This design comes from an exercise in tuning for small area on the open sky130 flow, not from production work.
The RTL was checked by simulation tests, not by an equivalence proof against the original design.
No activity file was given, so power comes from the tool's default toggle rates.

== the baseline ==
==> module spi_reg_bank, before the edit <==
module spi_reg_bank
#(
  parameter int ADDRSZ  = spi_reg_pkg::ADDRSZ_DEF,
  parameter int PAYLOAD = spi_reg_pkg::PAYLOAD_DEF
) (
  input  logic               clk,
  input  logic               reset,
  input  logic [ADDRSZ-1:0]  addr,
  input  logic               addr_dv,
  input  logic [PAYLOAD-1:0] rx_d,
  input  logic               rxdv,
  input  logic               rw_out,
  output logic [PAYLOAD-1:0] tx_d,
  output logic               tx_en,
  input  logic [ADDRSZ-1:0]  loc_addr,
  input  logic               loc_we,
  input  logic [PAYLOAD-1:0] loc_wdata,
  output logic [PAYLOAD-1:0] loc_rdata,
  output logic               wr_strobe,
  output logic [ADDRSZ-1:0]  wr_addr,
  output logic               loc_collision
);
  localparam int DEPTH = 128;
  spi_reg_pkg::state_t state, state_nxt;
  logic               addr_dv_q, rxdv_q;
  logic               adv_re, adv_fe, rxdv_re;
  logic [ADDRSZ-1:0]  addr_hold;
  logic               capture, rd_load, rd_clear, spi_commit;
  logic [PAYLOAD-1:0] spi_rdata, loc_rd_val;
  assign adv_re  = addr_dv & ~addr_dv_q;
  assign adv_fe  = ~addr_dv & addr_dv_q;
  assign rxdv_re = rxdv & ~rxdv_q;
  always_comb begin
    state_nxt  = state;
    capture    = 1'b0;
    rd_load    = 1'b0;
    rd_clear   = 1'b0;
    spi_commit = 1'b0;
    unique case (state)
      spi_reg_pkg::IDLE: begin
        if (adv_re) begin
          capture = 1'b1;
          if (rw_out) begin
            rd_load   = 1'b1;
            state_nxt = spi_reg_pkg::RD_HOLD;
          end else begin
            state_nxt = spi_reg_pkg::WR_WAIT;
          end
        end
      end
      spi_reg_pkg::RD_HOLD: begin
        if (adv_fe) begin
          rd_clear  = 1'b1;
          state_nxt = spi_reg_pkg::IDLE;
        end
      end
      spi_reg_pkg::WR_WAIT: begin
        if (rxdv_re) begin
          spi_commit = 1'b1;
          state_nxt  = adv_fe ? spi_reg_pkg::IDLE : spi_reg_pkg::DONE;
        end else if (adv_fe) begin
          state_nxt = spi_reg_pkg::IDLE;
        end
      end
      spi_reg_pkg::DONE: begin
        if (adv_fe) state_nxt = spi_reg_pkg::IDLE;
      end
      default: state_nxt = spi_reg_pkg::IDLE;
    endcase
  end
  always_ff @(posedge clk) begin
    if (reset) begin
      state     <= spi_reg_pkg::IDLE;
      addr_dv_q <= 1'b0;
      rxdv_q    <= 1'b0;
      addr_hold <= '0;
      tx_d      <= '0;
      wr_strobe <= 1'b0;
      wr_addr   <= '0;
      loc_rdata <= '0;
      loc_collision <= 1'b0;
    end else begin
      state     <= state_nxt;
      addr_dv_q <= addr_dv;
      rxdv_q    <= rxdv;
      if (capture) addr_hold <= addr;
      if (rd_load)       tx_d <= spi_rdata;
      else if (rd_clear) tx_d <= '0;
      wr_strobe <= spi_commit;
      if (spi_commit) wr_addr <= addr_hold;
      loc_rdata <= loc_rd_val;
      loc_collision <= spi_commit & loc_we & (addr_hold == loc_addr);
    end
  end
  assign tx_en = (state == spi_reg_pkg::RD_HOLD);
  logic [DEPTH-1:0][PAYLOAD-1:0] mem, mem_nxt;
  logic [15:0] lh_n, lwh_n, sh_n, rh_n;
  logic [7:0]  ll_n, sl_n, rl_n;
  logic [6:0]  loc_addr_n, addr_n;
  spi_reg_predec    u_ldec  (.a(loc_addr), .a_n(loc_addr_n), .hi_n(lh_n), .lo_n(ll_n));
  spi_reg_predec_lw u_lwdec (.a(loc_addr), .a_n(loc_addr_n), .we(loc_we), .hi_n(lwh_n));
  spi_reg_predec    u_rdec  (.a(addr),     .a_n(addr_n),     .hi_n(rh_n), .lo_n(rl_n));
  spi_reg_predec_w u_wdec (.a(addr_hold), .commit(spi_commit), .reset(reset),
                           .hi_n(sh_n), .lo_n(sl_n));
  logic [DEPTH-1:0] lh_x, lwh_x, ll_x, sh_x, sl_x, rh_x, rl_x;
  logic [DEPTH-1:0] rl_sel, rw_sel, rw_sel_n, rs, rs_n, rr;
  for (genvar i = 0; i < DEPTH; i++) begin : g_row
    assign lh_x[i] = lh_n[i/8]; assign lwh_x[i] = lwh_n[i/8]; assign ll_x[i] = ll_n[i%8];
    assign sh_x[i] = sh_n[i/8]; assign sl_x[i] = sl_n[i%8];
    assign rh_x[i] = rh_n[i/8]; assign rl_x[i] = rl_n[i%8];
  end
  spi_reg_nor2_v #(.N(DEPTH)) u_l  (.a(lh_x), .b(ll_x), .y(rl_sel));
  spi_reg_nor2_v #(.N(DEPTH)) u_lw (.a(lwh_x), .b(ll_x), .y(rw_sel));
  spi_reg_inv_v  #(.N(DEPTH)) u_lwn (.a(rw_sel), .y(rw_sel_n));
  spi_reg_nor2_v #(.N(DEPTH)) u_s  (.a(sh_x), .b(sl_x), .y(rs));
  spi_reg_inv_v  #(.N(DEPTH)) u_sn (.a(rs), .y(rs_n));
  spi_reg_nor2_v #(.N(DEPTH)) u_r  (.a(rh_x), .b(rl_x), .y(rr));
  logic [PAYLOAD-1:0] spi_coln, loc_col;
  assign spi_coln = ~(rx_d & {PAYLOAD{~reset}});
  assign loc_col  = loc_wdata;
  logic [DEPTH-1:0][PAYLOAD-1:0] l_x, ln_x, s_x, sn_x, sc_x, lc_x, t_n;
  for (genvar i = 0; i < DEPTH; i++) begin : g_bits
    assign l_x[i]  = {PAYLOAD{rw_sel[i]}};
    assign ln_x[i] = {PAYLOAD{rw_sel_n[i]}};
    assign s_x[i]  = {PAYLOAD{rs[i]}};
    assign sn_x[i] = {PAYLOAD{rs_n[i]}};
    assign sc_x[i] = spi_coln;
    assign lc_x[i] = loc_col;
  end
  spi_reg_oai22_v #(.N(DEPTH*PAYLOAD)) u_nxt_l (.s_n(ln_x), .a(lc_x), .s(l_x), .b(mem), .y(t_n));
  spi_reg_oai22_v #(.N(DEPTH*PAYLOAD)) u_nxt_s (.s_n(sn_x), .a(sc_x), .s(s_x), .b(t_n), .y(mem_nxt));
  spi_reg_rdport u_rd_loc (.sel(rl_sel), .q(mem), .y(loc_rd_val));
  spi_reg_rdport u_rd_spi (.sel(rr),     .q(mem), .y(spi_rdata));
  always_ff @(posedge clk) mem <= mem_nxt;
endmodule
==> flow/config.mk <==
export PLATFORM = sky130hd
export DESIGN_NAME = spi_reg_bank
export DESIGN_NICKNAME = spi_reg_bank
export VERILOG_FILES = /design/flow/design.v
export SDC_FILE = /design/flow/constraint.sdc
export NUM_CORES = 4
export LEC_CHECK = 0
export CAP_MARGIN = 20
export CELL_PAD_IN_SITES_DETAIL_PLACEMENT = 2
export CORE_MARGIN = 2
export CORE_UTILIZATION = 30
export CTS_BUF_LIST = sky130_fd_sc_hd__clkbuf_8
export CTS_CLUSTER_DIAMETER = 70
export CTS_CLUSTER_SIZE = 16
export SLEW_MARGIN = 20
export SYNTH_HIERARCHICAL = 1
==> flow/constraint.sdc <==
create_clock -name core_clock -period 6.0 [get_ports {clk}]
set_input_delay 1.2000 -clock core_clock [delete_from_list [all_inputs] [get_ports {clk}]]
set_output_delay 1.2000 -clock core_clock [all_outputs]
set_load 0.01 [all_outputs]
run.sh (not shown) runs the stock make flow with config.mk's settings and CLKGATE_MAP_FILE= SYNTH_SCRIPT=/design/flow/synth_recipe.tcl, a recipe that flattens the netlist after the stock synthesis.
The baseline: done, clean on timing, DRC and antenna
Inputs modified between the baseline and the candidate:
-- flow/design.v --
<<< the baseline, line 161
module spi_reg_bank
#(
  parameter int ADDRSZ  = spi_reg_pkg::ADDRSZ_DEF,
  parameter int PAYLOAD = spi_reg_pkg::PAYLOAD_DEF
) (
  input  logic               clk,
>>> the candidate, line 161
module spi_reg_bank
#(
  parameter int                 ADDRSZ  = spi_reg_pkg::ADDRSZ_DEF,
  parameter int                 PAYLOAD = spi_reg_pkg::PAYLOAD_DEF,
  parameter logic [PAYLOAD-1:0] RST_VAL = '0,
  parameter logic [PAYLOAD-1:0] ID_VAL  = PAYLOAD'(spi_reg_pkg::ID_VAL_DEF)
) (
  input  logic               clk,
<<< the baseline, line 277
  spi_reg_nor2_v #(.N(DEPTH)) u_r  (.a(rh_x), .b(rl_x), .y(rr));
  logic [PAYLOAD-1:0] spi_coln, loc_col;
  assign spi_coln = ~(rx_d & {PAYLOAD{~reset}});
  assign loc_col  = loc_wdata;
  logic [DEPTH-1:0][PAYLOAD-1:0] l_x, ln_x, s_x, sn_x, sc_x, lc_x, t_n;
>>> the candidate, line 279
  spi_reg_nor2_v #(.N(DEPTH)) u_r  (.a(rh_x), .b(rl_x), .y(rr));
  logic [PAYLOAD-1:0] spi_coln, loc_col;
  assign spi_coln = ~(reset ? RST_VAL : rx_d);    
  assign loc_col  = loc_wdata;
  logic [DEPTH-1:0][PAYLOAD-1:0] l_x, ln_x, s_x, sn_x, sc_x, lc_x, t_n;
Notes after the runs:
- Final standard cell area without fillers essentially unchanged between the candidate and the baseline.
- met2 wire length was higher in the run labelled the candidate.
- Of the baseline and the candidate, the run reporting the lower ratio of total power to cell area was the candidate.
- In the candidate the internal cell power turned out 0.74% lower than in the baseline.
- The candidate -> the baseline: total instance count after detailed placement flat
- | final cell count without fillers | the candidate vs the baseline | ≈ equal |
- In the reports for the baseline and the candidate, the larger global routing usage on met2 belongs to the candidate.
- Compared with the baseline, the candidate is more frugal on power.
- The candidate falls short of the baseline in maximum clock frequency.
- Clock insertion delay at the later pin of the skew report of the candidate is on par with the baseline.

[re-timing with driven ports]
In the flow no input, the clock included, has a driving cell. The finished layouts below were timed again as built, in two steps. Step 1, drivers: a clkbuf_16 drives clk and a buf_2 each remaining input, both assumed. Step 2 adds t to the input delays and takes it off the output delays; t is the mean of the earliest and latest rising clock arrival at the registers after step 1. Input paths then give back, and output paths get back, about the clock's delay inside the block. a / b / c = ideal ports / drivers / drivers and shift; a / b = the first two.
| run | shift t [ns] | setup WS [ns] | worst setup path after step 2 |
|---|---|---|---|
| the baseline | 0.980 | 1.057 / 1.091 / 0.111 | input to register |
| the candidate | 0.969 | 0.621 / 0.677 / -0.292 | input to register |
Met with ideal ports but missed after step 2: setup timing in the candidate. The setup slack of the baseline, which loses most, moves by +0.034 ns with the drivers and by -0.946 ns with both steps.
